From an optimization exercise on the open Yosys and OpenROAD flow, aimed at small area and a short achievable clock period; shortcuts taken in it are not production practice. Where RTL was checked, it was by simulation tests only, not by an equivalence proof against the original. The RTL of run 3 was laid out without a check of its function. Power and IR drop assume default switching activity.

==> flow/design.v <==
`default_nettype none
package simd_pkg;
    localparam int NUM_LANES = 4;
    typedef logic [7:0]  byte_t;
    typedef logic [15:0] wide_t;
    typedef logic [31:0] word_t;
    typedef logic [3:0] lane_op_t;
    typedef logic [2:0] red_op_t;
    localparam lane_op_t OP_PASS = 4'd0;
    localparam lane_op_t OP_ADD  = 4'd1;
    localparam lane_op_t OP_SUB  = 4'd2;
    localparam lane_op_t OP_MUL  = 4'd3;
    localparam lane_op_t OP_MOVB = 4'd4;
    localparam lane_op_t OP_MAX  = 4'd5;
    localparam lane_op_t OP_MIN  = 4'd6;
    localparam lane_op_t OP_AND  = 4'd7;
    localparam lane_op_t OP_OR   = 4'd8;
    localparam lane_op_t OP_XOR  = 4'd9;
    localparam lane_op_t OP_NAND = 4'd10;
    localparam lane_op_t OP_NOR  = 4'd11;
    localparam lane_op_t OP_XNOR = 4'd12;
    localparam red_op_t RED_NONE = 3'd0;
    localparam red_op_t RED_SUM  = 3'd1;
    localparam red_op_t RED_MAX  = 3'd2;
    localparam red_op_t RED_MIN  = 3'd3;
    localparam red_op_t RED_XOR  = 3'd4;
    localparam int SMAX = 127;
    localparam int SMIN = -128;
    localparam int UMAX = 255;
    localparam int UMIN = 0;
endpackage
`default_nettype wire
`default_nettype none
module operand_stage (
    input  logic        clk,
    input  logic        rstn,
    input  logic        holdn,
    input  logic [31:0] ra,
    input  logic [31:0] rb,
    input  logic [31:0] bpv,
    input  logic [1:0]  bp,
    input  logic [3:0]  lane_op,
    input  logic [2:0]  red_op,
    input  logic        is_unsigned,
    input  logic        sat,
    input  logic        wen,
    output logic [simd_pkg::NUM_LANES-1:0][7:0] lane_a,
    output logic [simd_pkg::NUM_LANES-1:0][7:0] lane_b,
    output logic [3:0]  s1_lane_op,
    output logic [2:0]  s1_red_op,
    output logic        s1_unsigned,
    output logic        s1_sat,
    output logic        s1_wen
);
    logic [31:0] s1_ra;
    logic [31:0] s1_rb;
    always_ff @(posedge clk) begin
        if (holdn) begin
            s1_ra       <= ra;
            s1_rb       <= rb;
            s1_lane_op  <= lane_op;
            s1_red_op   <= red_op;
            s1_unsigned <= is_unsigned;
            s1_sat      <= sat;
        end
    end
    always_ff @(posedge clk) begin
        if (!rstn)
            s1_wen <= 1'b0;
        else if (holdn)
            s1_wen <= wen;
    end
    assign lane_a = bp[0] ? bpv : s1_ra;
    assign lane_b = bp[1] ? bpv : s1_rb;
endmodule
`default_nettype wire
`default_nettype none
module lane_alu (
    input  logic        clk,
    input  logic        holdn,
    input  logic [7:0]  a,
    input  logic [7:0]  b,
    input  logic [3:0]  lane_op,
    input  logic        is_unsigned,
    output logic [15:0] lane_res
);
    logic        sg;
    logic        ax, bx;
    logic        do_sub;
    logic [9:0]  r;
    logic [15:0] p;
    logic        lt;
    logic [15:0] res_d;
    assign sg = ~is_unsigned;
    assign ax = sg & a[7];
    assign bx = sg & b[7];
    assign do_sub = (lane_op != simd_pkg::OP_ADD);
    assign r = {ax, ax, a} + ({bx, bx, b} ^ {10{do_sub}}) + {9'd0, do_sub};
    assign lt = r[9];
    lane_mul u_mul (
        .a  (a),
        .b  (b),
        .sg (sg),
        .p  (p)
    );
    always_comb begin
        logic [3:0] tt;
        logic       ext;
        logic       sel_ab;
        logic       is_logic;
        is_logic = 1'b0;
        sel_ab   = 1'b0;
        case (lane_op)
            simd_pkg::OP_PASS: begin tt = 4'b1100; sel_ab = 1'b1; end
            simd_pkg::OP_MOVB: begin tt = 4'b1010; sel_ab = 1'b1; end
            simd_pkg::OP_MAX:  begin tt = lt ? 4'b1010 : 4'b1100; sel_ab = 1'b1; end
            simd_pkg::OP_MIN:  begin tt = lt ? 4'b1100 : 4'b1010; sel_ab = 1'b1; end
            simd_pkg::OP_AND:  begin tt = 4'b1000; is_logic = 1'b1; end
            simd_pkg::OP_OR:   begin tt = 4'b1110; is_logic = 1'b1; end
            simd_pkg::OP_XOR:  begin tt = 4'b0110; is_logic = 1'b1; end
            simd_pkg::OP_NAND: begin tt = 4'b0111; is_logic = 1'b1; end
            simd_pkg::OP_NOR:  begin tt = 4'b0001; is_logic = 1'b1; end
            simd_pkg::OP_XNOR: begin tt = 4'b1001; is_logic = 1'b1; end
            default:           tt = 4'b0000;
        endcase
        ext = sel_ab & tt[{ax, bx}];
        begin
            logic       is_mul, is_as;
            logic [7:0] lut;
            is_mul = (lane_op == simd_pkg::OP_MUL);
            is_as  = (lane_op == simd_pkg::OP_ADD) | (lane_op == simd_pkg::OP_SUB);
            for (int k = 0; k < 8; k++)
                lut[k] = tt[{a[k], b[k]}];
            res_d = ({16{is_mul}} & p) |
                    ({16{is_as}} & {{6{r[9]}}, r}) |
                    {{8{ext}}, lut};
        end
    end
    always_ff @(posedge clk) begin
        if (holdn)
            lane_res <= res_d;
    end
endmodule
`default_nettype wire
`default_nettype none
module lane_mul (
    input  logic [7:0]  a,
    input  logic [7:0]  b,
    input  logic        sg,
    output logic [15:0] p
);
    logic t1, t2, t3, t4, t5, t6, t7, t8, t9, t10, t11, t12, t13, t14, t15, t16, t17, t18, t19, t20, t21, t22, t23, t24, t25, t26, t27, t28, t29, t30, t31, t32, t33, t34, t35, t36, t37, t38, t39, t40, t41, t42, t43, t44, t45, t46, t47, t48, t49, t50, t51, t52, t53, t54, t55, t56, t57, t58, t59, t60, t61, t62, t63, t64, t65, t66, t67, t68, t69, t70, t71, t72, t73, t74, t75, t76, t77, t78, t79, t80, t81, t82, t83, t84, t85, t86, t87, t88, t89, t90, t91, t92, t93, t94, t95, t96, t97, t98, t99, t100, t101, t102, t103, t104, t105, t106, t107, t108, t109, t110, t111, t112, t113, t114, t115, t116, t117, t118, t119, t120, t121, t122, t123, t124, t125, t126, t127, t128, t129, t130, t131, t132, t133, t134, t135, t136, t137, t138, t139, t140, t141, t142, t143, t144, t145, t146, t147, t148, t149, t150;
    logic [15:0] ra, rb;
    assign t1 = (a[0] & b[0]);
    assign t2 = (a[1] & b[0]);
    assign t3 = (a[0] & b[1]);
    assign t4 = (a[2] & b[0]);
    assign t5 = (a[1] & b[1]);
    assign t6 = (a[0] & b[2]);
    assign t7 = (a[3] & b[0]);
    assign t8 = (a[2] & b[1]);
    assign t9 = (a[1] & b[2]);
    assign t10 = (a[0] & b[3]);
    assign t11 = (a[4] & b[0]);
    assign t12 = (a[3] & b[1]);
    assign t13 = (a[2] & b[2]);
    assign t14 = (a[1] & b[3]);
    assign t15 = (a[0] & b[4]);
    assign t16 = (a[5] & b[0]);
    assign t17 = (a[4] & b[1]);
    assign t18 = (a[3] & b[2]);
    assign t19 = (a[2] & b[3]);
    assign t20 = (a[1] & b[4]);
    assign t21 = (a[0] & b[5]);
    assign t22 = (a[6] & b[0]);
    assign t23 = (a[5] & b[1]);
    assign t24 = (a[4] & b[2]);
    assign t25 = (a[3] & b[3]);
    assign t26 = (a[2] & b[4]);
    assign t27 = (a[1] & b[5]);
    assign t28 = (a[0] & b[6]);
    assign t29 = (a[7] & b[0] ^ sg);
    assign t30 = (a[6] & b[1]);
    assign t31 = (a[5] & b[2]);
    assign t32 = (a[4] & b[3]);
    assign t33 = (a[3] & b[4]);
    assign t34 = (a[2] & b[5]);
    assign t35 = (a[1] & b[6]);
    assign t36 = (a[0] & b[7] ^ sg);
    assign t37 = (a[7] & b[1] ^ sg);
    assign t38 = (a[6] & b[2]);
    assign t39 = (a[5] & b[3]);
    assign t40 = (a[4] & b[4]);
    assign t41 = (a[3] & b[5]);
    assign t42 = (a[2] & b[6]);
    assign t43 = (a[1] & b[7] ^ sg);
    assign t44 = sg;
    assign t45 = (a[7] & b[2] ^ sg);
    assign t46 = (a[6] & b[3]);
    assign t47 = (a[5] & b[4]);
    assign t48 = (a[4] & b[5]);
    assign t49 = (a[3] & b[6]);
    assign t50 = (a[2] & b[7] ^ sg);
    assign t51 = (a[7] & b[3] ^ sg);
    assign t52 = (a[6] & b[4]);
    assign t53 = (a[5] & b[5]);
    assign t54 = (a[4] & b[6]);
    assign t55 = (a[3] & b[7] ^ sg);
    assign t56 = (a[7] & b[4] ^ sg);
    assign t57 = (a[6] & b[5]);
    assign t58 = (a[5] & b[6]);
    assign t59 = (a[4] & b[7] ^ sg);
    assign t60 = (a[7] & b[5] ^ sg);
    assign t61 = (a[6] & b[6]);
    assign t62 = (a[5] & b[7] ^ sg);
    assign t63 = (a[7] & b[6] ^ sg);
    assign t64 = (a[6] & b[7] ^ sg);
    assign t65 = (a[7] & b[7]);
    assign t66 = sg;
    assign t67 = t22 ^ t23;
    assign t68 = t22 & t23;
    assign t69 = t29 ^ t30 ^ t31;
    assign t70 = (t29 & t30) | (t29 & t31) | (t30 & t31);
    assign t71 = t32 ^ t33;
    assign t72 = t32 & t33;
    assign t73 = t37 ^ t38 ^ t39;
    assign t74 = (t37 & t38) | (t37 & t39) | (t38 & t39);
    assign t75 = t40 ^ t41 ^ t42;
    assign t76 = (t40 & t41) | (t40 & t42) | (t41 & t42);
    assign t77 = t45 ^ t46 ^ t47;
    assign t78 = (t45 & t46) | (t45 & t47) | (t46 & t47);
    assign t79 = t11 ^ t12;
    assign t80 = t11 & t12;
    assign t81 = t16 ^ t17 ^ t18;
    assign t82 = (t16 & t17) | (t16 & t18) | (t17 & t18);
    assign t83 = t19 ^ t20;
    assign t84 = t19 & t20;
    assign t85 = t67 ^ t24 ^ t25;
    assign t86 = (t67 & t24) | (t67 & t25) | (t24 & t25);
    assign t87 = t26 ^ t27 ^ t28;
    assign t88 = (t26 & t27) | (t26 & t28) | (t27 & t28);
    assign t89 = t68 ^ t69 ^ t71;
    assign t90 = (t68 & t69) | (t68 & t71) | (t69 & t71);
    assign t91 = t34 ^ t35 ^ t36;
    assign t92 = (t34 & t35) | (t34 & t36) | (t35 & t36);
    assign t93 = t70 ^ t72 ^ t73;
    assign t94 = (t70 & t72) | (t70 & t73) | (t72 & t73);
    assign t95 = t75 ^ t43 ^ t44;
    assign t96 = (t75 & t43) | (t75 & t44) | (t43 & t44);
    assign t97 = t74 ^ t76 ^ t77;
    assign t98 = (t74 & t76) | (t74 & t77) | (t76 & t77);
    assign t99 = t48 ^ t49 ^ t50;
    assign t100 = (t48 & t49) | (t48 & t50) | (t49 & t50);
    assign t101 = t78 ^ t51 ^ t52;
    assign t102 = (t78 & t51) | (t78 & t52) | (t51 & t52);
    assign t103 = t53 ^ t54 ^ t55;
    assign t104 = (t53 & t54) | (t53 & t55) | (t54 & t55);
    assign t105 = t56 ^ t57 ^ t58;
    assign t106 = (t56 & t57) | (t56 & t58) | (t57 & t58);
    assign t107 = t7 ^ t8;
    assign t108 = t7 & t8;
    assign t109 = t79 ^ t13 ^ t14;
    assign t110 = (t79 & t13) | (t79 & t14) | (t13 & t14);
    assign t111 = t80 ^ t81 ^ t83;
    assign t112 = (t80 & t81) | (t80 & t83) | (t81 & t83);
    assign t113 = t82 ^ t84 ^ t85;
    assign t114 = (t82 & t84) | (t82 & t85) | (t84 & t85);
    assign t115 = t86 ^ t88 ^ t89;
    assign t116 = (t86 & t88) | (t86 & t89) | (t88 & t89);
    assign t117 = t90 ^ t92 ^ t93;
    assign t118 = (t90 & t92) | (t90 & t93) | (t92 & t93);
    assign t119 = t94 ^ t96 ^ t97;
    assign t120 = (t94 & t96) | (t94 & t97) | (t96 & t97);
    assign t121 = t98 ^ t100 ^ t101;
    assign t122 = (t98 & t100) | (t98 & t101) | (t100 & t101);
    assign t123 = t102 ^ t104 ^ t105;
    assign t124 = (t102 & t104) | (t102 & t105) | (t104 & t105);
    assign t125 = t106 ^ t60 ^ t61;
    assign t126 = (t106 & t60) | (t106 & t61) | (t60 & t61);
    assign t127 = t4 ^ t5;
    assign t128 = t4 & t5;
    assign t129 = t107 ^ t9 ^ t10;
    assign t130 = (t107 & t9) | (t107 & t10) | (t9 & t10);
    assign t131 = t108 ^ t109 ^ t15;
    assign t132 = (t108 & t109) | (t108 & t15) | (t109 & t15);
    assign t133 = t110 ^ t111 ^ t21;
    assign t134 = (t110 & t111) | (t110 & t21) | (t111 & t21);
    assign t135 = t112 ^ t113 ^ t87;
    assign t136 = (t112 & t113) | (t112 & t87) | (t113 & t87);
    assign t137 = t114 ^ t115 ^ t91;
    assign t138 = (t114 & t115) | (t114 & t91) | (t115 & t91);
    assign t139 = t116 ^ t117 ^ t95;
    assign t140 = (t116 & t117) | (t116 & t95) | (t117 & t95);
    assign t141 = t118 ^ t119 ^ t99;
    assign t142 = (t118 & t119) | (t118 & t99) | (t119 & t99);
    assign t143 = t120 ^ t121 ^ t103;
    assign t144 = (t120 & t121) | (t120 & t103) | (t121 & t103);
    assign t145 = t122 ^ t123 ^ t59;
    assign t146 = (t122 & t123) | (t122 & t59) | (t123 & t59);
    assign t147 = t124 ^ t125 ^ t62;
    assign t148 = (t124 & t125) | (t124 & t62) | (t125 & t62);
    assign t149 = t126 ^ t63 ^ t64;
    assign t150 = (t126 & t63) | (t126 & t64) | (t63 & t64);
    assign ra = {t66, t150, t148, t146, t144, t142, t140, t138, t136, t134, t132, t130, t128, t127, t2, t1};
    assign rb = {1'b0, t65, t149, t147, t145, t143, t141, t139, t137, t135, t133, t131, t129, t6, t3, 1'b0};
    logic [15:0] g0, p0;
    assign g0 = ra & rb;
    assign p0 = ra ^ rb;
    logic gg1, pp1;
    assign gg1 = g0[1] | (p0[1] & g0[0]);
    assign pp1 = p0[1] & p0[0];
    logic gg2, pp2;
    assign gg2 = g0[3] | (p0[3] & g0[2]);
    assign pp2 = p0[3] & p0[2];
    logic gg3, pp3;
    assign gg3 = g0[5] | (p0[5] & g0[4]);
    assign pp3 = p0[5] & p0[4];
    logic gg4, pp4;
    assign gg4 = g0[7] | (p0[7] & g0[6]);
    assign pp4 = p0[7] & p0[6];
    logic gg5, pp5;
    assign gg5 = g0[9] | (p0[9] & g0[8]);
    assign pp5 = p0[9] & p0[8];
    logic gg6, pp6;
    assign gg6 = g0[11] | (p0[11] & g0[10]);
    assign pp6 = p0[11] & p0[10];
    logic gg7, pp7;
    assign gg7 = g0[13] | (p0[13] & g0[12]);
    assign pp7 = p0[13] & p0[12];
    logic gg8, pp8;
    assign gg8 = g0[15] | (p0[15] & g0[14]);
    assign pp8 = p0[15] & p0[14];
    logic gg9, pp9;
    assign gg9 = gg2 | (pp2 & gg1);
    assign pp9 = pp2 & pp1;
    logic gg10, pp10;
    assign gg10 = gg4 | (pp4 & gg3);
    assign pp10 = pp4 & pp3;
    logic gg11, pp11;
    assign gg11 = gg6 | (pp6 & gg5);
    assign pp11 = pp6 & pp5;
    logic gg12, pp12;
    assign gg12 = gg8 | (pp8 & gg7);
    assign pp12 = pp8 & pp7;
    logic gg13, pp13;
    assign gg13 = gg10 | (pp10 & gg9);
    assign pp13 = pp10 & pp9;
    logic gg14, pp14;
    assign gg14 = gg12 | (pp12 & gg11);
    assign pp14 = pp12 & pp11;
    logic gg15, pp15;
    assign gg15 = gg14 | (pp14 & gg13);
    assign pp15 = pp14 & pp13;
    logic gg16, pp16;
    assign gg16 = gg11 | (pp11 & gg13);
    assign pp16 = pp11 & pp13;
    logic gg17, pp17;
    assign gg17 = gg3 | (pp3 & gg9);
    assign pp17 = pp3 & pp9;
    logic gg18, pp18;
    assign gg18 = gg5 | (pp5 & gg13);
    assign pp18 = pp5 & pp13;
    logic gg19, pp19;
    assign gg19 = gg7 | (pp7 & gg16);
    assign pp19 = pp7 & pp16;
    logic gg20, pp20;
    assign gg20 = g0[2] | (p0[2] & gg1);
    assign pp20 = p0[2] & pp1;
    logic gg21, pp21;
    assign gg21 = g0[4] | (p0[4] & gg9);
    assign pp21 = p0[4] & pp9;
    logic gg22, pp22;
    assign gg22 = g0[6] | (p0[6] & gg17);
    assign pp22 = p0[6] & pp17;
    logic gg23, pp23;
    assign gg23 = g0[8] | (p0[8] & gg13);
    assign pp23 = p0[8] & pp13;
    logic gg24, pp24;
    assign gg24 = g0[10] | (p0[10] & gg18);
    assign pp24 = p0[10] & pp18;
    logic gg25, pp25;
    assign gg25 = g0[12] | (p0[12] & gg16);
    assign pp25 = p0[12] & pp16;
    logic gg26, pp26;
    assign gg26 = g0[14] | (p0[14] & gg19);
    assign pp26 = p0[14] & pp19;
    assign p[0] = p0[0];
    assign p[1] = p0[1] ^ g0[0];
    assign p[2] = p0[2] ^ gg1;
    assign p[3] = p0[3] ^ gg20;
    assign p[4] = p0[4] ^ gg9;
    assign p[5] = p0[5] ^ gg21;
    assign p[6] = p0[6] ^ gg17;
    assign p[7] = p0[7] ^ gg22;
    assign p[8] = p0[8] ^ gg13;
    assign p[9] = p0[9] ^ gg23;
    assign p[10] = p0[10] ^ gg18;
    assign p[11] = p0[11] ^ gg24;
    assign p[12] = p0[12] ^ gg16;
    assign p[13] = p0[13] ^ gg25;
    assign p[14] = p0[14] ^ gg19;
    assign p[15] = p0[15] ^ gg26;
endmodule
`default_nettype wire
`default_nettype none
module reduction_stage (
    input  logic        clk,
    input  logic        rstn,
    input  logic        holdn,
    input  logic [simd_pkg::NUM_LANES-1:0][15:0] lane_res,
    input  logic [2:0]  red_op,
    input  logic        is_unsigned,
    input  logic        sat,
    input  logic [3:0]  lane_op,
    input  logic        wen,
    output logic [31:0] result,
    output logic        result_valid
);
    logic [2:0] s2_red_op;
    logic       s2_unsigned;
    logic       s2_sat;
    logic       s2_clip_en;
    logic       s2_clip_sub;
    logic       s2_wen;
    logic [15:0]        lv [simd_pkg::NUM_LANES];
    logic [16:0]        lane_x [simd_pkg::NUM_LANES];
    logic [18:0]        sum_x;
    logic [7:0]         sum_c8;
    logic               sum_hi, sum_lo;
    logic               is_min;
    logic [16:0]        m01, m23, mx;
    logic [7:0]         xor_b;
    logic [31:0]        pack_w;
    logic [31:0]        res_d;
    always_ff @(posedge clk) begin
        if (holdn) begin
            s2_red_op   <= red_op;
            s2_unsigned <= is_unsigned;
            s2_sat      <= sat;
            s2_clip_en  <= sat & ((lane_op == simd_pkg::OP_ADD) |
                                  (lane_op == simd_pkg::OP_SUB) |
                                  (lane_op == simd_pkg::OP_MUL));
            s2_clip_sub <= (lane_op == simd_pkg::OP_SUB);
        end
    end
    always_ff @(posedge clk) begin
        if (!rstn)
            s2_wen <= 1'b0;
        else if (holdn)
            s2_wen <= wen;
    end
    function automatic logic lt17(input logic [16:0] x, input logic [16:0] y,
                                  input logic uns);
        lt17 = {x[15] ^ ~uns, x[14:0]} < {y[15] ^ ~uns, y[14:0]};
    endfunction
    always_comb begin
        for (int i = 0; i < simd_pkg::NUM_LANES; i++) begin
            logic       ovf;
            logic [7:0] c8;
            if (s2_unsigned) begin
                ovf = s2_clip_sub ? lane_res[i][15] : |lane_res[i][15:8];
                c8  = s2_clip_sub ? 8'h00 : 8'hff;
            end else begin
                ovf = ~((&lane_res[i][15:7]) | ~(|lane_res[i][15:7]));
                c8  = lane_res[i][15] ? 8'h80 : 8'h7f;
            end
            lv[i] = (s2_clip_en & ovf) ? {{8{~s2_unsigned & c8[7]}}, c8} : lane_res[i];
        end
        for (int i = 0; i < simd_pkg::NUM_LANES; i++) begin
            lane_x[i] = {~s2_unsigned & lv[i][15], lv[i]};
            pack_w[8*i +: 8] = lv[i][7:0];
        end
        xor_b = lv[0][7:0] ^ lv[1][7:0] ^ lv[2][7:0] ^ lv[3][7:0];
        begin
            logic [18:0] o [simd_pkg::NUM_LANES];
            logic [18:0] s1, c1, s2, c2;
            for (int i = 0; i < simd_pkg::NUM_LANES; i++)
                o[i] = {2'b00, ~lane_x[i][16], lane_x[i][15:0]};
            s1 = o[0] ^ o[1] ^ o[2];
            c1 = ((o[0] & o[1]) | (o[0] & o[2]) | (o[1] & o[2])) << 1;
            s2 = s1 ^ c1 ^ o[3];
            c2 = ((s1 & c1) | (s1 & o[3]) | (c1 & o[3])) << 1;
            sum_x = (s2 + c2) ^ 19'h40000;
        end
        if (s2_unsigned) begin
            sum_hi = |sum_x[17:8];
            sum_lo = 1'b0;
        end else begin
            sum_hi = ~sum_x[18] & (|sum_x[17:7]);
            sum_lo = sum_x[18] & ~(&sum_x[17:7]);
        end
        sum_c8 = sum_hi ? {s2_unsigned, 7'h7f} : {~s2_unsigned, 7'h00};
        is_min = (s2_red_op == simd_pkg::RED_MIN);
        m01 = (lt17(lane_x[0], lane_x[1], s2_unsigned) ^ is_min) ? lane_x[1] : lane_x[0];
        m23 = (lt17(lane_x[2], lane_x[3], s2_unsigned) ^ is_min) ? lane_x[3] : lane_x[2];
        mx  = (lt17(m01, m23, s2_unsigned) ^ is_min) ? m23 : m01;
        case (s2_red_op)
            simd_pkg::RED_SUM: res_d = (s2_sat && (sum_hi || sum_lo)) ?
                                       {{24{~s2_unsigned & sum_c8[7]}}, sum_c8} :
                                       {{13{sum_x[18]}}, sum_x};
            simd_pkg::RED_MAX,
            simd_pkg::RED_MIN: res_d = {{15{mx[16]}}, mx};
            simd_pkg::RED_XOR: res_d = {24'd0, xor_b};
            default:           res_d = pack_w;
        endcase
    end
    always_ff @(posedge clk) begin
        if (holdn)
            result <= res_d;
    end
    always_ff @(posedge clk) begin
        if (!rstn)
            result_valid <= 1'b0;
        else if (holdn)
            result_valid <= s2_wen;
    end
endmodule
`default_nettype wire
`default_nettype none
module simd_unit (
    input  logic       clk,
    input  logic       rstn,
    input  logic       holdn,
    input  logic [31:0] ra,
    input  logic [31:0] rb,
    input  logic [3:0]  lane_op,
    input  logic [2:0]  red_op,
    input  logic       is_unsigned,
    input  logic       sat,
    input  logic       wen,
    input  logic [31:0] bpv,
    input  logic [1:0] bp,
    output logic [31:0] result,
    output logic       result_valid
);
    logic [simd_pkg::NUM_LANES-1:0][7:0]  lane_a;
    logic [simd_pkg::NUM_LANES-1:0][7:0]  lane_b;
    logic [simd_pkg::NUM_LANES-1:0][15:0] lane_res;
    logic [3:0] s1_lane_op;
    logic [2:0] s1_red_op;
    logic     s1_unsigned;
    logic     s1_sat;
    logic     s1_wen;
    operand_stage u_operand_stage (
        .clk         (clk),
        .rstn        (rstn),
        .holdn       (holdn),
        .ra          (ra),
        .rb          (rb),
        .bpv         (bpv),
        .bp          (bp),
        .lane_op     (lane_op),
        .red_op      (red_op),
        .is_unsigned (is_unsigned),
        .sat         (sat),
        .wen         (wen),
        .lane_a      (lane_a),
        .lane_b      (lane_b),
        .s1_lane_op  (s1_lane_op),
        .s1_red_op   (s1_red_op),
        .s1_unsigned (s1_unsigned),
        .s1_sat      (s1_sat),
        .s1_wen      (s1_wen)
    );
    for (genvar i = 0; i < simd_pkg::NUM_LANES; i++) begin : g_lane
        lane_alu u_lane_alu (
            .clk         (clk),
            .holdn       (holdn),
            .a           (lane_a[i]),
            .b           (lane_b[i]),
            .lane_op     (s1_lane_op),
            .is_unsigned (s1_unsigned),
            .lane_res    (lane_res[i])
        );
    end
    reduction_stage u_reduction_stage (
        .clk          (clk),
        .rstn         (rstn),
        .holdn        (holdn),
        .lane_res     (lane_res),
        .red_op       (s1_red_op),
        .is_unsigned  (s1_unsigned),
        .sat          (s1_sat),
        .lane_op      (s1_lane_op),
        .wen          (s1_wen),
        .result       (result),
        .result_valid (result_valid)
    );
endmodule
`default_nettype wire
==> flow/flow/run.sh <==
#!/bin/bash
# The standard layout with two changes:
#  - plain buffers on the ports (buffer_ports otherwise picks a large
#    delay-cell buffer for every input and output);
#  - after the standard synthesis, polarity.py re-chooses the polarity of
#    the full-adder cells so that fewer inverters sit between them.
# Each step's full output goes to its own log file here.
set -euo pipefail
export BUFFER_PORTS_ARGS="-buffer_cell sky130_fd_sc_hd__buf_1"
R=orfs/results/sky130hd/simd_unit/base
bash standard.sh synth > synth.log 2>&1
cp $R/1_2_yosys.v $R/1_2_yosys.std.v
python3 flow/polarity.py $R/1_2_yosys.std.v $R/1_2_yosys.v > polarity.log 2>&1
rm -f $R/1_synth.odb $R/1_synth.sdc
bash standard.sh > layout.log 2>&1
==> flow/flow/polarity.py <==
#!/usr/bin/env python3
"""Re-choose the polarity of full-adder cells in a mapped sky130 netlist.

A full adder is self-dual: FA(~a, ~b, ~c) = (~sum, ~cout).  Yosys's
extract_fa leaves many inverters between adder cells; this pass removes
every plain inverter that does not drive a port, picks for each full adder
whether it computes its function on true or inverted signals (greedy, to
need the fewest inverters), and puts back one inverter per signal that some
load still needs inverted.  Registers and all other cells are untouched.

usage: polarity.py IN.v OUT.v
"""
import re
import sys

OUT_PINS = {"X", "Y", "Q", "Q_N", "SUM", "COUT", "HI", "LO", "GCLK"}

src = open(sys.argv[1]).read()
m = re.search(r"^module\s+(\w+)\s*\((.*?)\);", src, re.M | re.S)
head_end = m.end()
endm = src.rindex("endmodule")
body = src[head_end:endm]

cell_re = re.compile(r"^  (sky130_fd_sc_hd__\w+)\s+(\S+)\s*\((.*?)\);\n", re.M | re.S)
pin_re = re.compile(r"\.(\w+)\(([^()]*)\)")

cells = []
for cm in cell_re.finditer(body):
    pins = {p: n.strip() for p, n in pin_re.findall(cm.group(3))}
    cells.append({"type": cm.group(1), "name": cm.group(2), "pins": pins, "span": cm.span()})

decl_lines = [l for l in body.split("\n") if re.match(r"^  (input|output|wire)\b", l)]
outputs = set()
for l in decl_lines:
    mm = re.match(r"^  output\s+(\[(\d+):(\d+)\]\s+)?(\S+);", l)
    if mm:
        if mm.group(1):
            hi, lo = int(mm.group(2)), int(mm.group(3))
            for i in range(min(hi, lo), max(hi, lo) + 1):
                outputs.add(f"{mm.group(4)}[{i}]")
        else:
            outputs.add(mm.group(4))

def is_inv(c):
    return re.match(r"sky130_fd_sc_hd__inv_\d+$", c["type"]) is not None

def is_fa(c):
    return re.match(r"sky130_fd_sc_hd__fa_\d+$", c["type"]) is not None

driver = {}
for i, c in enumerate(cells):
    for p, n in c["pins"].items():
        if p in OUT_PINS:
            driver[n] = (i, p)

removable = set()
for i, c in enumerate(cells):
    if is_inv(c) and c["pins"]["Y"] not in outputs:
        removable.add(i)

def root(n):
    q = 0
    seen = 0
    while n in driver and driver[n][0] in removable:
        n = cells[driver[n][0]]["pins"]["A"]
        q ^= 1
        seen += 1
        if seen > 100:
            raise SystemExit("inverter loop")
    return n, q

# loads: (cell index, pin, root net, parity)
loads = []
for i, c in enumerate(cells):
    if i in removable:
        continue
    for p, n in c["pins"].items():
        if p in OUT_PINS:
            continue
        r, q = root(n)
        loads.append((i, p, r, q))
# a removed inverter's output that is an output port cannot happen (kept)
flippable = set()
for i, c in enumerate(cells):
    if is_fa(c) and c["pins"]["SUM"] not in outputs and c["pins"]["COUT"] not in outputs:
        flippable.add(i)

flip = {i: 0 for i in flippable}
by_root = {}
for k, (i, p, r, q) in enumerate(loads):
    by_root.setdefault(r, []).append(k)

def phys(r):
    d = driver.get(r)
    if d and d[0] in flip:
        return flip[d[0]]
    return 0

def root_cost(r):
    ph = phys(r)
    for k in by_root.get(r, ()):
        i, p, _, q = loads[k]
        if (q ^ flip.get(i, 0)) != ph:
            return 1
    return 0

def affected(i):
    rs = set()
    c = cells[i]
    for p, n in c["pins"].items():
        if p in OUT_PINS:
            rs.add(n)
        else:
            rs.add(root(n)[0])
    return rs

aff = {i: affected(i) for i in flippable}
before = sum(root_cost(r) for r in by_root)


def greedy(order):
    improved = True
    passes = 0
    while improved and passes < 50:
        improved = False
        passes += 1
        for i in order:
            rs = aff[i]
            c0 = sum(root_cost(r) for r in rs)
            flip[i] ^= 1
            c1 = sum(root_cost(r) for r in rs)
            if c1 < c0:
                improved = True
            elif c1 > c0 or rng.random() < 0.5:
                flip[i] ^= 1


# greedy descent with sideways moves, best of several seeded restarts
import random
rng = random.Random(1)
order = sorted(flippable)
best = None
for trial in range(100):
    for i in flippable:
        flip[i] = 0 if trial == 0 else rng.randint(0, 1)
    rng.shuffle(order)
    greedy(order)
    cost = sum(root_cost(r) for r in by_root)
    if best is None or cost < best[0]:
        best = (cost, dict(flip))
flip.update(best[1])
after = sum(root_cost(r) for r in by_root)

# rebuild
conn = {}          # (cell, pin) -> net
new_inv = {}       # root -> inverted net
for (i, p, r, q) in loads:
    want = q ^ flip.get(i, 0)
    if want == phys(r):
        conn[(i, p)] = r
    else:
        if r not in new_inv:
            new_inv[r] = f"_pinv{len(new_inv)}_"
        conn[(i, p)] = new_inv[r]

def fmt(n):
    return n + " " if n.startswith("\\") else n


used = set()
out_cells = []
for i, c in enumerate(cells):
    if i in removable:
        continue
    pins = []
    for p, n in c["pins"].items():
        net = n if p in OUT_PINS else conn[(i, p)]
        used.add(net)
        pins.append(f"    .{p}({fmt(net)})")
    out_cells.append(f"  {c['type']} {c['name']} (\n" + ",\n".join(pins) + "\n  );\n")
for k, (r, n) in enumerate(new_inv.items()):
    fan = sum(1 for v in conn.values() if v == n)
    t = "sky130_fd_sc_hd__inv_2" if fan > 6 else "sky130_fd_sc_hd__inv_1"
    out_cells.append(f"  {t} _polinv{k}_ (\n    .A({fmt(r)}),\n    .Y({n})\n  );\n")
    used.add(r)
    used.add(n)

removed_nets = set(cells[i]["pins"]["Y"] for i in removable) - used
decl_out = []
for l in decl_lines:
    mm = re.match(r"^  wire\s+(\\\S+\s|[^\s\[;]+);", l)
    if mm and mm.group(1).strip() in {x.strip() for x in removed_nets} and not l.startswith("  wire ["):
        continue
    decl_out.append(l)
for n in new_inv.values():
    decl_out.append(f"  wire {n};")

out = src[:head_end] + "\n" + "\n".join(decl_out) + "\n" + "".join(out_cells) + src[endm:]
open(sys.argv[2], "w").write(out)
sys.stderr.write(f"polarity: {len(removable)} inverters removed, {len(new_inv)} added; "
                 f"cost {before} -> {after}; {sum(flip.values())} of {len(flippable)} adders flipped\n")
==> flow/standard.sh <==
#!/bin/bash
# synth_recipe.tcl (not shown) runs the flow's synth.tcl, then flattens the netlist and writes it again
# the make line also repeats each setting of config.mk as NAME=value (left out here)
make -C /OpenROAD-flow-scripts/flow DESIGN_CONFIG=/design/flow/config.mk WORK_HOME=/design/flow/orfs CLKGATE_MAP_FILE= SYNTH_SCRIPT=/design/flow/synth_recipe.tcl "${@:-finish}"
==> flow/config.mk <==
export PLATFORM = sky130hd
export DESIGN_NAME = simd_unit
export DESIGN_NICKNAME = simd_unit
export VERILOG_FILES = /design/flow/design.v
export SDC_FILE = /design/flow/constraint.sdc
export NUM_CORES = 4
export LEC_CHECK = 0
export ABC_AREA = 0
export CAP_MARGIN = 20
export CORE_MARGIN = 2
export CORE_UTILIZATION = 40
export SETUP_SLACK_MARGIN = 3.5
export SLEW_MARGIN = 20
export TNS_END_PERCENT = 100
==> flow/constraint.sdc <==
create_clock -name core_clock -period 10.0 [get_ports {clk}]
set_input_delay 2.0000 -clock core_clock [delete_from_list [all_inputs] [get_ports {clk}]]
set_output_delay 2.0000 -clock core_clock [all_outputs]
set_load 0.01 [all_outputs]
==> impl_metrics.ini, run 1 <==
[critical_path]
crit_required_ns = 10.23
cp-endpoint = g_lane[3].u_lane_alu.lane_res[15]
startpoint = bp[1]
timing.critical_path.fanout_max = 8
critPathLaunchType = input port
reg2reg_to = u_reduction_stage.result[10]
r2r_cells = 29
cp-end-kind = register
r2r-start = g_lane[1].u_lane_alu.lane_res[14]
worstPathArrival_ns = 6.76
reg2reg_slack_ns = 3.50
worst-setup-path-type = input port to register

[die]
io_pins = 144
rows = 87
die_h_um = 243.8
dieArea_um2 = 59420
start_util = 0.4062
die_x_um = 243.8
core_area_um2 = 56600

[place]
gp_congestion = 0.9956
hpwl_um = 54820
io_buffers = 143

[min_path]
hold_class = register to register

[global_routing]
grt_usage = 0.2495
grt_pass1_wl_um = 115100
grt_pass1_vias = 20130
antenna_found_initial = 1
overflow = 0
grt_max_degree = 148

[power_and_ir_drop]
p_sw_frac = 0.4830
pwr-share-comb = 0.762
power.leakage_uw = 0.01200
clock_power_share = 0.096
max-vdd-ir-drop_mv = 0.1976
power_density_nw_per_um2 = 262.6
internal-power_uw = 3843
p_switching_uw = 3591
p_seq_frac = 0.143

[sta]
whs_ns = 0.4251
setup_tns_ns = 0
clock_skew_ns = 0.02560
setup_viol = 0
slew-limit-headroom = 0.2402
period_minus_slack_ns = 6.527
tightestPinTransition_ns = 1.133
slew_violations = 0
hold_viol_final = 0
clock.fmax_mhz = 153.2
finalCritPeriodShare = 0.6527
grt_setup_unrepaired = true

[clock_tree]
clkSinkCount = 179
clk_latency_ns = 0.52
clk_pin_slew_worst_paths_ns = 0.08
h-tree-depth = 4
cts_buffer_depth = 2
numCtsBuffers = 17
cts_tree = yes
root_buffer = clkbuf_16

[detailed_routing]
drc_errors = 0
avgRoutedWirePerCell_um = 21.78
vias_per_cell = 5.836
dr.pass1.iters = 8
routed_wl_um = 76130
ant_nets = 0
drt_iter0_drc = 1681
vias = 20400

[synth]
syn_area_um2 = 22990
synthCells = 2467
ys_warn_count = 6
syn_nets = 2970
syn_area_per_cell_um2 = 9.320

[flow_run]
drv_cap = 0

[status]
status = no timing/DRC/antenna violations

[layout]
nets = 3229
layout-drive-gt1-share = 0.2034
diodes = 0
syn_to_final_growth_pct = 23.11
[metal layers]
metal  part of all wire  wire (um)  GRT usage
met1               0.43      32440     0.3275
met2               0.47      35650     0.4063
met3              0.065       4943    0.04164
met4              0.041       3087     0.1069
met5                  0          0          0
[placed cells by master (no fill, tap or decap), drive strengths merged, types with 70 or more instances in the layout]
cell type and n:
buf 342, nor2 313, inv 215, fa 202
ha 190, edfxtp 176, nand2 166, a21oi 151
xnor2 100, o21ai 92, mux2i 87, a21o 70
[state kept, by name, summed over array words and instances, names as in the netlist]
register and count:
g_lane.u_lane_alu.lane_res 64, u_operand_stage.s1_ra 32, u_operand_stage.s1_rb 32, u_reduction_stage.result 32, u_operand_stage.s1_lane_op 4, u_operand_stage.s1_red_op 3, u_reduction_stage.s2_red_op 3, u_operand_stage.s1_sat 1
u_operand_stage.s1_unsigned 1, u_operand_stage.s1_wen 1, u_reduction_stage.result_valid 1, u_reduction_stage.s2_clip_en 1, u_reduction_stage.s2_clip_sub 1, u_reduction_stage.s2_sat 1, u_reduction_stage.s2_unsigned 1, u_reduction_stage.s2_wen 1
[power by group through the flow]
stage / combinational (uW) / clock, uW / sequential, uW
after global routing: 6220 / 751 / 1070
after CTS: 5030 / 727 / 1050
final: 5660 / 712 / 1060
after detailed placement: 4670 / 0 / 1060
after global placement: 4590 / 0 / 1060
after floorplan: 3440 / 0 / 1040
[what timing repair did]
action                                  4_1_cts  5_1_grt
pin swaps                                    22       66
endpoints found under the hold margin         0        0
resized for setup                           146      209
cloned                                        9        6
setup buffers                                82       82
endpoints found under the setup margin       68       51
hold buffers                                  0        0
[per-stage QoR]
| stage | cells | util | worst slack (ns) | area (um2) | power (uW) |
|---|---|---|---|---|---|
| floorplan | 2467 | - | 3.091 | 23290 | 4475 |
| global placement | 3284 | 0.4321 | 1.537 | 24460 | 5648 |
| detailed placement | 3284 | 0.4323 | 1.357 | 24470 | 5733 |
| CTS | 3407 | 0.4699 | 3.482 | 26600 | 6813 |
| global route | 3495 | 0.5001 | 3.269 | 28310 | 8041 |
| finish | 3495 | 0.5001 | 3.473 | 28310 | 7434 |
[layout make-up]
| type | count | area, um2 |
|---|---|---|
| tap | 756 | 945.9 |
| clock inverter | 15 | 171.4 |
| sequential | 179 | 5345 |
| inverter | 203 | 764.5 |
| timing repair buffer | 348 | 2427 |
| clock buffer | 17 | 425.4 |
| multi-input combinational | 1977 | 18230 |
| fill | 5205 | 28300 |
[worst max-delay path, stage by stage]
cell and delay, ns:
clkbuf_16 0.16, buf_12 0.14, buf_16 0.14, mux2i_4 0.22, buf_6 0.14, or2_4 0.22
fa_1 0.55, inv_2 0.04, fa_1 0.50, fa_1 0.43, fa_1 0.54, ha_4 0.21
a21o_1 0.20, a21oi_2 0.15, nor2b_2 0.07, o41ai_2 0.21, buf_4 0.19, o21ai_2 0.06
fa_2 0.34, xor2_1 0.14, o211ai_1 0.09
[worst min path at each step]
stage,cells after the start,endpoint,start,slack (ns)
after CTS,0,u_reduction_stage.s2_red_op[0],u_operand_stage.s1_red_op[0],0.43
final,0,u_reduction_stage.s2_red_op[0],u_operand_stage.s1_red_op[0],0.43
after global placement,0,u_reduction_stage.s2_red_op[0],u_operand_stage.s1_red_op[0],0.42
after detailed placement,0,u_reduction_stage.s2_red_op[2],u_operand_stage.s1_red_op[2],0.41
after floorplan,0,u_reduction_stage.s2_red_op[0],u_operand_stage.s1_red_op[0],0.40
after global routing,0,u_reduction_stage.s2_red_op[0],u_operand_stage.s1_red_op[0],0.44
==> run 2: changes to the inputs <==
--- a/flow/design.v
+++ b/flow/design.v
@@ -126,12 +126,10 @@
         ext = sel_ab & tt[{ax, bx}];
-        begin
-            logic       is_mul, is_as;
-            logic [7:0] lut;
-            is_mul = (lane_op == simd_pkg::OP_MUL);
-            is_as  = (lane_op == simd_pkg::OP_ADD) | (lane_op == simd_pkg::OP_SUB);
+        if (lane_op == simd_pkg::OP_MUL)
+            res_d = p;
+        else if (lane_op == simd_pkg::OP_ADD || lane_op == simd_pkg::OP_SUB)
+            res_d = {{6{r[9]}}, r};
+        else begin
             for (int k = 0; k < 8; k++)
-                lut[k] = tt[{a[k], b[k]}];
-            res_d = ({16{is_mul}} & p) |
-                    ({16{is_as}} & {{6{r[9]}}, r}) |
-                    {{8{ext}}, lut};
+                res_d[k] = tt[{a[k], b[k]}];
+            res_d[15:8] = {8{ext}};
         end
==> flow/flow/run.sh (replaced) <==
#!/bin/bash
# The standard layout with three changes:
#  - plain buffers on the ports (buffer_ports otherwise picks a large
#    delay-cell buffer for every input and output);
#  - after the standard synthesis, polarity.py re-chooses the polarity of
#    the full-adder cells so that fewer inverters sit between them;
#  - the logic between adders and registers is then mapped again by ABC
#    with area-oriented mapping (remap.abc); adder cells, registers and
#    their names are kept as the standard synthesis made them.
# Each step's full output goes to its own log file here.
set -euo pipefail
export BUFFER_PORTS_ARGS="-buffer_cell sky130_fd_sc_hd__buf_1"
R=orfs/results/sky130hd/simd_unit/base
O=orfs/objects/sky130hd/simd_unit/base
L=orfs/logs/sky130hd/simd_unit/base
LIB=$FLOW_HOME/platforms/sky130hd/lib/sky130_fd_sc_hd__tt_025C_1v80.lib
bash standard.sh synth > synth.log 2>&1
cp $R/1_2_yosys.v $R/1_2_yosys.std.v
python3 flow/polarity.py $R/1_2_yosys.std.v $R/1_2_yosys.pol.v > polarity.log 2>&1
# the standard synthesis's own abc call, with the area-oriented script
ABCLINE=$(grep -m1 "^abc -script" $L/1_2_yosys.log | sed "s#-script [^ ]*#-script $PWD/flow/remap.abc#")
cat > remap.ys <<EOT
read_liberty -ignore_miss_func $LIB
read_verilog $R/1_2_yosys.pol.v
hierarchy -top $FLOW_TOP
blackbox sky130_fd_sc_hd__fa_1 sky130_fd_sc_hd__fa_2 sky130_fd_sc_hd__fa_4 sky130_fd_sc_hd__ha_1 sky130_fd_sc_hd__ha_2 sky130_fd_sc_hd__ha_4 sky130_fd_sc_hd__edfxtp_1 sky130_fd_sc_hd__dfxtp_1 sky130_fd_sc_hd__dfrtp_1 sky130_fd_sc_hd__conb_1
flatten
opt_clean
$ABCLINE
setundef -zero
splitnets
opt_clean -purge
hilomap -singleton -hicell sky130_fd_sc_hd__conb_1 HI -locell sky130_fd_sc_hd__conb_1 LO
insbuf -buf sky130_fd_sc_hd__buf_4 A X
opt_clean -purge
tee -o remap_stat.txt stat -liberty $LIB
check
write_verilog -noattr -nohex -nodec $R/1_2_yosys.v
EOT
yosys -s remap.ys > remap.log 2>&1
rm -f $R/1_synth.odb $R/1_synth.sdc
bash standard.sh > layout.log 2>&1
==> flow/flow/remap.abc (new file) <==
strash
dch
map -a
topo
stime -c
buffer -c
upsize -c
dnsize -c
--- a/flow/config.mk
+++ b/flow/config.mk
@@ -7,3 +7,3 @@
 export LEC_CHECK = 0
-export ABC_AREA = 0
+export ABC_AREA = 1
 export CAP_MARGIN = 20
@@ -11,3 +11,3 @@
 export CORE_UTILIZATION = 40
-export SETUP_SLACK_MARGIN = 3.5
+export SETUP_SLACK_MARGIN = 3
 export SLEW_MARGIN = 20
==> impl_metrics.ini, run 2 <==
[critical_path]
worst-setup-path-type = register to register
reg2reg_to = u_reduction_stage.result[1]
slowest_delay_ns = 0.52
cp.depth = 38
r2r-start = g_lane[0].u_lane_alu.lane_res[10]
crit_family = simple AND/OR/NAND/NOR gates
reg2reg_slack_ns = 2.88
r2r_cells = 38
cp-endpoint = u_reduction_stage.result[1]
timing.critical_path.fanout_max = 7
worstPathArrival_ns = 7.42
cp_slowest_cell = nor2_1
critPathLaunchType = register
cp-end-kind = register
startpoint = g_lane[0].u_lane_alu.lane_res[10]
path_buf_inv = 5
critical_path.most_common_cell = nor2_1
crit_required_ns = 10.30

[power_and_ir_drop]
max-vdd-ir-drop_mv = 0.1662
power.leakage_uw = 0.01095
pwr-share-comb = 0.696
p_sw_frac = 0.4870
clock_power_share = 0.123
p_switching_uw = 2720
power_density_nw_per_um2 = 225.7
internal-power_uw = 2865
p_seq_frac = 0.181

[detailed_routing]
drt_iter0_drc = 2034
avgRoutedWirePerCell_um = 20.04
vias = 19140
vias_per_cell = 5.582
dr.pass1.iters = 6
ant_nets = 0
drc_errors = 0
routed_wl_um = 68690

[sta]
slew_violations = 0
period_minus_slack_ns = 7.122
clock.fmax_mhz = 140.4
finalCritPeriodShare = 0.7122
tightestPinTransition_ns = 1.168
setup_tns_ns = 0
hold_viol_final = 0
slew-limit-headroom = 0.2163
setup_viol = 0
grt_setup_unrepaired = true
clock_skew_ns = 0.01264
whs_ns = 0.4340

[synth]
synthCells = 2517
ys_warn_count = 6
syn_area_um2 = 21060
syn_area_per_cell_um2 = 8.368
syn_nets = 3020

[clock_tree]
cts_buffer_depth = 2
clk_latency_ns = 0.49
postCtsHoldBufs = 0
cts_tree = yes
clk_pin_slew_worst_paths_ns = 0.07
h-tree-depth = 4
numCtsBuffers = 17
root_buffer = clkbuf_16
clkSinkCount = 179

[layout]
fillers = 5096
layout-drive-gt1-share = 0.1412
nets = 3230
final_common_cell = nand2_1
design_area_um2 = 24750
diodes = 0
largest_register_ffs = 64
mostFrequentLayoutCells = 330 x nand2_1, 324 x nor2_1, 271 x inv_1
syn_to_final_growth_pct = 17.50
largest-register = g_lane.u_lane_alu.lane_res

[die]
die_h_um = 233.5
start_util = 0.4024
rows = 84
dieArea_um2 = 54510
die_x_um = 233.5
core_area_um2 = 52340
io_pins = 144

[global_routing]
antenna_found_initial = 0
grt_pass1_vias = 18720
grt_pass1_wl_um = 103600
grt_usage = 0.2495
grt_max_degree = 162
overflow = 0

[place]
dpl_cell_area_um2 = 22460
io_buffers = 143
hpwl_um = 52800
gp_congestion = 0.9768

[flow_run]
drv_cap = 0

[min_path]
hold_class = register to register
hp-start = u_operand_stage.s1_red_op[1]

[status]
status = no timing/DRC/antenna violations
[run 2: layout make-up]
cell class / count / area [um2] / share of cell area
tap: 688 / 860.8 / 0.03478
multi-input combinational: 1938 / 15050 / 0.6080
timing repair inverter: 1 / 7.507 / 0.0003034
clock inverter: 15 / 180.2 / 0.007280
inverter: 333 / 1356 / 0.05481
timing repair buffer: 257 / 1525 / 0.06163
sequential: 179 / 5345 / 0.2160
clock buffer: 17 / 425.4 / 0.01719
[run 2: how the worst min path moves through the flow]
stage,slack [ns],cells after the start,to
floorplan,0.40,0,u_reduction_stage.s2_red_op[0]
global placement,0.42,0,u_reduction_stage.s2_red_op[2]
detailed placement,0.41,0,u_reduction_stage.s2_red_op[2]
CTS,0.44,0,u_reduction_stage.s2_red_op[2]
global route,0.44,0,u_reduction_stage.s2_red_op[2]
finish,0.43,0,u_reduction_stage.s2_red_op[1]
[run 2: through the flow]
| stage | total power (uW) | worst slack, ns | utilization | instances |
|---|---|---|---|---|
| after CTS | 5197 | 2.988 | 0.4505 | 3370 |
| after global routing | 6083 | 2.357 | 0.4728 | 3428 |
| after global placement | 4283 | 1.610 | 0.4291 | 3303 |
| after detailed placement | 4359 | 1.499 | 0.4291 | 3303 |
| after floorplan | 3453 | 2.932 | - | 2517 |
| final | 5585 | 2.878 | 0.4728 | 3428 |
[run 2: layer usage]
layer  vias to the layer above  global-route usage  wire, um
li1                       8933                   -         -
met3                       137             0.03931      5100
met1                      9221              0.3361     29270
met5                         -                   0         0
met2                       844              0.4053     32000
met4                         0             0.09256      2317
[run 2: timing repair]
item / CTS / global route
endpoints found under the setup margin: 65 / 61
setup buffers: 34 / 55
pin swaps: 19 / 60
gates resized for setup: 80 / 177
gates cloned: 1 / 3
[run 2: power by group through the flow]
stage,logic (uW),clock network [uW],registers [uW]
floorplan,2430,0,1020
global placement,3260,0,1020
detailed placement,3330,0,1030
CTS,3480,704,1010
global route,4340,725,1020
finish,3890,685,1010
==> run 3: changes to the inputs <==
--- a/flow/design.v
+++ b/flow/design.v
@@ -126,10 +126,12 @@
         ext = sel_ab & tt[{ax, bx}];
-        if (lane_op == simd_pkg::OP_MUL)
-            res_d = p;
-        else if (lane_op == simd_pkg::OP_ADD || lane_op == simd_pkg::OP_SUB)
-            res_d = {{6{r[9]}}, r};
-        else begin
+        begin
+            logic       is_mul, is_as;
+            logic [7:0] lut;
+            is_mul = (lane_op == simd_pkg::OP_MUL);
+            is_as  = (lane_op == simd_pkg::OP_ADD) | (lane_op == simd_pkg::OP_SUB);
             for (int k = 0; k < 8; k++)
-                res_d[k] = tt[{a[k], b[k]}];
-            res_d[15:8] = {8{ext}};
+                lut[k] = tt[{a[k], b[k]}];
+            res_d = ({16{is_mul}} & p) |
+                    ({16{is_as}} & {{6{r[9]}}, r}) |
+                    {{8{ext}}, lut};
         end
@@ -331,55 +333,73 @@
     logic gg9, pp9;
-    assign gg9 = gg2 | (pp2 & gg1);
-    assign pp9 = pp2 & pp1;
+    assign gg9 = g0[2] | (p0[2] & gg1);
+    assign pp9 = p0[2] & pp1;
     logic gg10, pp10;
-    assign gg10 = gg4 | (pp4 & gg3);
-    assign pp10 = pp4 & pp3;
+    assign gg10 = gg2 | (pp2 & gg1);
+    assign pp10 = pp2 & pp1;
     logic gg11, pp11;
-    assign gg11 = gg6 | (pp6 & gg5);
-    assign pp11 = pp6 & pp5;
+    assign gg11 = g0[6] | (p0[6] & gg3);
+    assign pp11 = p0[6] & pp3;
     logic gg12, pp12;
-    assign gg12 = gg8 | (pp8 & gg7);
-    assign pp12 = pp8 & pp7;
+    assign gg12 = gg4 | (pp4 & gg3);
+    assign pp12 = pp4 & pp3;
     logic gg13, pp13;
-    assign gg13 = gg10 | (pp10 & gg9);
-    assign pp13 = pp10 & pp9;
+    assign gg13 = g0[10] | (p0[10] & gg5);
+    assign pp13 = p0[10] & pp5;
     logic gg14, pp14;
-    assign gg14 = gg12 | (pp12 & gg11);
-    assign pp14 = pp12 & pp11;
+    assign gg14 = gg6 | (pp6 & gg5);
+    assign pp14 = pp6 & pp5;
     logic gg15, pp15;
-    assign gg15 = gg14 | (pp14 & gg13);
-    assign pp15 = pp14 & pp13;
+    assign gg15 = g0[14] | (p0[14] & gg7);
+    assign pp15 = p0[14] & pp7;
     logic gg16, pp16;
-    assign gg16 = gg11 | (pp11 & gg13);
-    assign pp16 = pp11 & pp13;
+    assign gg16 = gg8 | (pp8 & gg7);
+    assign pp16 = pp8 & pp7;
     logic gg17, pp17;
-    assign gg17 = gg3 | (pp3 & gg9);
-    assign pp17 = pp3 & pp9;
+    assign gg17 = g0[4] | (p0[4] & gg10);
+    assign pp17 = p0[4] & pp10;
     logic gg18, pp18;
-    assign gg18 = gg5 | (pp5 & gg13);
-    assign pp18 = pp5 & pp13;
+    assign gg18 = gg3 | (pp3 & gg10);
+    assign pp18 = pp3 & pp10;
     logic gg19, pp19;
-    assign gg19 = gg7 | (pp7 & gg16);
-    assign pp19 = pp7 & pp16;
+    assign gg19 = gg11 | (pp11 & gg10);
+    assign pp19 = pp11 & pp10;
     logic gg20, pp20;
-    assign gg20 = g0[2] | (p0[2] & gg1);
-    assign pp20 = p0[2] & pp1;
+    assign gg20 = gg12 | (pp12 & gg10);
+    assign pp20 = pp12 & pp10;
     logic gg21, pp21;
-    assign gg21 = g0[4] | (p0[4] & gg9);
-    assign pp21 = p0[4] & pp9;
+    assign gg21 = g0[12] | (p0[12] & gg14);
+    assign pp21 = p0[12] & pp14;
     logic gg22, pp22;
-    assign gg22 = g0[6] | (p0[6] & gg17);
-    assign pp22 = p0[6] & pp17;
+    assign gg22 = gg7 | (pp7 & gg14);
+    assign pp22 = pp7 & pp14;
     logic gg23, pp23;
-    assign gg23 = g0[8] | (p0[8] & gg13);
-    assign pp23 = p0[8] & pp13;
+    assign gg23 = gg15 | (pp15 & gg14);
+    assign pp23 = pp15 & pp14;
     logic gg24, pp24;
-    assign gg24 = g0[10] | (p0[10] & gg18);
-    assign pp24 = p0[10] & pp18;
+    assign gg24 = gg16 | (pp16 & gg14);
+    assign pp24 = pp16 & pp14;
     logic gg25, pp25;
-    assign gg25 = g0[12] | (p0[12] & gg16);
-    assign pp25 = p0[12] & pp16;
+    assign gg25 = g0[8] | (p0[8] & gg20);
+    assign pp25 = p0[8] & pp20;
     logic gg26, pp26;
-    assign gg26 = g0[14] | (p0[14] & gg19);
-    assign pp26 = p0[14] & pp19;
+    assign gg26 = gg5 | (pp5 & gg20);
+    assign pp26 = pp5 & pp20;
+    logic gg27, pp27;
+    assign gg27 = gg13 | (pp13 & gg20);
+    assign pp27 = pp13 & pp20;
+    logic gg28, pp28;
+    assign gg28 = gg14 | (pp14 & gg20);
+    assign pp28 = pp14 & pp20;
+    logic gg29, pp29;
+    assign gg29 = gg21 | (pp21 & gg20);
+    assign pp29 = pp21 & pp20;
+    logic gg30, pp30;
+    assign gg30 = gg22 | (pp22 & gg20);
+    assign pp30 = pp22 & pp20;
+    logic gg31, pp31;
+    assign gg31 = gg23 | (pp23 & gg20);
+    assign pp31 = pp23 & pp20;
+    logic gg32, pp32;
+    assign gg32 = gg24 | (pp24 & gg20);
+    assign pp32 = pp24 & pp20;
     assign p[0] = p0[0];
@@ -387,15 +407,15 @@
     assign p[2] = p0[2] ^ gg1;
-    assign p[3] = p0[3] ^ gg20;
-    assign p[4] = p0[4] ^ gg9;
-    assign p[5] = p0[5] ^ gg21;
-    assign p[6] = p0[6] ^ gg17;
-    assign p[7] = p0[7] ^ gg22;
-    assign p[8] = p0[8] ^ gg13;
-    assign p[9] = p0[9] ^ gg23;
-    assign p[10] = p0[10] ^ gg18;
-    assign p[11] = p0[11] ^ gg24;
-    assign p[12] = p0[12] ^ gg16;
-    assign p[13] = p0[13] ^ gg25;
-    assign p[14] = p0[14] ^ gg19;
-    assign p[15] = p0[15] ^ gg26;
+    assign p[3] = p0[3] ^ gg9;
+    assign p[4] = p0[4] ^ gg10;
+    assign p[5] = p0[5] ^ gg17;
+    assign p[6] = p0[6] ^ gg18;
+    assign p[7] = p0[7] ^ gg19;
+    assign p[8] = p0[8] ^ gg20;
+    assign p[9] = p0[9] ^ gg25;
+    assign p[10] = p0[10] ^ gg26;
+    assign p[11] = p0[11] ^ gg27;
+    assign p[12] = p0[12] ^ gg28;
+    assign p[13] = p0[13] ^ gg29;
+    assign p[14] = p0[14] ^ gg30;
+    assign p[15] = p0[15] ^ gg31;
 endmodule
==> flow/flow/run.sh (replaced) <==
#!/bin/bash
# The standard layout with two changes:
#  - plain buffers on the ports (buffer_ports otherwise picks a large
#    delay-cell buffer for every input and output);
#  - after the standard synthesis, polarity.py re-chooses the polarity of
#    the full-adder cells so that fewer inverters sit between them.
# Each step's full output goes to its own log file here.
set -euo pipefail
export BUFFER_PORTS_ARGS="-buffer_cell sky130_fd_sc_hd__buf_1"
R=orfs/results/sky130hd/simd_unit/base
bash standard.sh synth > synth.log 2>&1
cp $R/1_2_yosys.v $R/1_2_yosys.std.v
python3 flow/polarity.py $R/1_2_yosys.std.v $R/1_2_yosys.v > polarity.log 2>&1
rm -f $R/1_synth.odb $R/1_synth.sdc
bash standard.sh > layout.log 2>&1
--- a/flow/config.mk
+++ b/flow/config.mk
@@ -11,3 +11,3 @@
 export CORE_UTILIZATION = 40
-export SETUP_SLACK_MARGIN = 3
+export SETUP_SLACK_MARGIN = 3.5
 export SLEW_MARGIN = 20
removed: flow/flow/remap.abc
==> impl_metrics.ini, run 3 <==
[detailed_routing]
avgRoutedWirePerCell_um = 18.66
vias_per_cell = 5.435
drt_iter0_drc = 1661
drc_errors = 0
ant_nets = 0
vias = 20180
routed_wl_um = 69270
dr.pass1.iters = 7

[power_and_ir_drop]
power.leakage_uw = 0.01181
max-vdd-ir-drop_mv = 0.1524
power_density_nw_per_um2 = 241.3

[critical_path]
r2r_cells = 32
cp-end-kind = register
crit_required_ns = 10.23
timing.critical_path.fanout_max = 9
r2r-start = u_reduction_stage.s2_unsigned
critPathLaunchType = input port
reg2reg_slack_ns = 3.75
worst-setup-path-type = input port to register
worstPathArrival_ns = 6.54
reg2reg_to = u_reduction_stage.result[28]

[sta]
clock_skew_ns = 0.02048
period_minus_slack_ns = 6.315
whs_ns = 0.4374
setup_tns_ns = 0
setup_viol = 0
grt_setup_unrepaired = false
clock.fmax_mhz = 158.4
tightestPinTransition_ns = 0.9730
finalCritPeriodShare = 0.6315
slew-limit-headroom = 0.3464
hold_viol_final = 0
slew_violations = 0

[clock_tree]
clk_latency_ns = 0.50
h-tree-depth = 4
cts_buffer_depth = 2
numCtsBuffers = 17
cts_tree = yes
clk_pin_slew_worst_paths_ns = 0.07
root_buffer = clkbuf_16
clkSinkCount = 179

[layout]
syn_to_final_growth_pct = 16.26
largest_register_ffs = 64
largest-register = g_lane.u_lane_alu.lane_res
mostFrequentLayoutCells = 468 x nand2_1, 402 x inv_1, 280 x nor2_1
nets = 3496
fin_util = 0.4718
diodes = 0
layout.cells.non_filler = 3713
layout-drive-gt1-share = 0.1213
final_common_cell = nand2_1
design_area_um2 = 25490

[global_routing]
grt_pass1_vias = 19500
grt_usage = 0.2422
grt_pass1_wl_um = 107200
grt_max_degree = 74
antenna_found_initial = 0
overflow = 0

[flow_run]
drv_cap = 0

[synth]
ys_warn_count = 6
syn_nets = 3302
syn_area_per_cell_um2 = 7.800
syn_area_um2 = 21920
synthCells = 2811

[min_path]
hold_class = register to register
min_to = u_reduction_stage.s2_red_op[0]
hp-start = u_operand_stage.s1_red_op[0]
whs_path_depth = 0

[die]
core_area_um2 = 54030
die_x_um = 238.1
dieArea_um2 = 56700
start_util = 0.4058
rows = 85
io_pins = 144
die_h_um = 238.1

[place]
gp_congestion = 0.9594
hpwl_um = 52520
io_buffers = 143
dpl_cell_area_um2 = 23630
place_inst = 3607

[status]
status = no timing/DRC/antenna violations
run 3: power breakdown:
group | internal [uW] | switching, uW
sequential | 968 | 61.9
combinational | 1730 | 2670
clock | 394 | 316
run 3: timing repair:
item | in CTS | in global routing
pin swaps | 2 | 37
setup endpoints to repair | 64 | 52
cloned | 4 | 11
hold buffers | 0 | 0
gates resized for setup | 52 | 120
setup buffers | 10 | 50
run 3: stage by stage:
step	worst slack, ns	power [uW]
6_report	3.685	6149
4_1_cts	3.488	5912
5_1_grt	3.432	6759
3_5_place_dp	1.857	5110
2_1_floorplan	3.374	4074
3_3_place_gp	1.988	5027
run 3: worst max-delay path by stage:
| stage | to | slack, ns | cells after the start | from |
|---|---|---|---|---|
| 2_1_floorplan | g_lane[1].u_lane_alu.lane_res[14] | 3.37 | 28 | bp[0] |
| 5_1_grt | u_reduction_stage.result[31] | 3.43 | 34 | u_reduction_stage.s2_unsigned |
| 3_5_place_dp | u_reduction_stage.result[18] | 1.86 | 33 | u_reduction_stage.s2_unsigned |
| 4_1_cts | g_lane[0].u_lane_alu.lane_res[15] | 3.49 | 28 | bp[0] |
| 3_3_place_gp | g_lane[0].u_lane_alu.lane_res[15] | 1.99 | 29 | bp[1] |
| 6_report | g_lane[2].u_lane_alu.lane_res[15] | 3.69 | 27 | bp[1] |
run 3: critical path, cell delays in order:
cell and delay [ns]:
clkbuf_16 0.17, buf_4 0.15, nand2_4 0.08, o21ai_4 0.11
inv_2 0.11, nand2_2 0.07, fa_1 0.56, inv_2 0.05
fa_1 0.47, fa_1 0.54, fa_1 0.51, ha_1 0.32
nand2_1 0.06, inv_1 0.07, or2_4 0.24, nand3_2 0.06
nand2_2 0.06, nand2_2 0.08, nand2_1 0.07, nand2_2 0.10
a21boi_4 0.07, o21ai_2 0.15, nand2_2 0.08, nand2_2 0.09
nand2_1 0.07, o21ai_1 0.13, nand2_1 0.06
run 3: cell type report:
class                           instances  area (um2)
Timing Repair inverter                  3       17.52
Clock inverter                         14       173.9
Timing Repair Buffer                  250        1573
Sequential cell                       179        5345
Multi-Input combinational cell       2117       15420
Tap cell                              696       870.8
Fill cell                            5347       28540
Inverter                              437        1660
Clock buffer                           17       425.4
run 3: routing by layer:
layer / track usage / wire, um / vias up
li1: - / - / 9667
met1: 0.3339 / 30880 / 9598
met2: 0.3907 / 31800 / 805
met3: 0.03737 / 4652 / 110
met4: 0.07784 / 1933 / 0
met5: 0 / 0 / -

[port drivers added, routing unchanged]
How much do the figures lean on ideal ports? The routed layouts below were timed once more, with nothing changed but the port constraints. Step 1 (the two cells are an assumption about what drives the block):
set clk [get_ports {clk}]
set_driving_cell -lib_cell sky130_fd_sc_hd__clkbuf_16 $clk
set_driving_cell -lib_cell sky130_fd_sc_hd__buf_2 [delete_from_list [all_inputs] $clk]
Step 2 times the ports against the registers' clock, not the clock port: input delays grow and output delays shrink by t, the midpoint of the rising clock arrivals with the driver on. Three values: ideal, step 1, step 2; two values: the first two.
run | shift t [ns] | setup slack, ns | worst setup path at the end
run 1 | 0.564 | 3.473 / 3.392 / 2.828 | input to register
run 2 | 0.544 | 2.878 / 2.878 / 2.670 | input to register
run 3 | 0.546 | 3.685 / 3.603 / 3.056 | input to register
After both steps setup and hold are still met in every run listed. The setup slack of run 1, which loses most, moves by -0.081 ns with the drivers and by -0.645 ns with both steps.
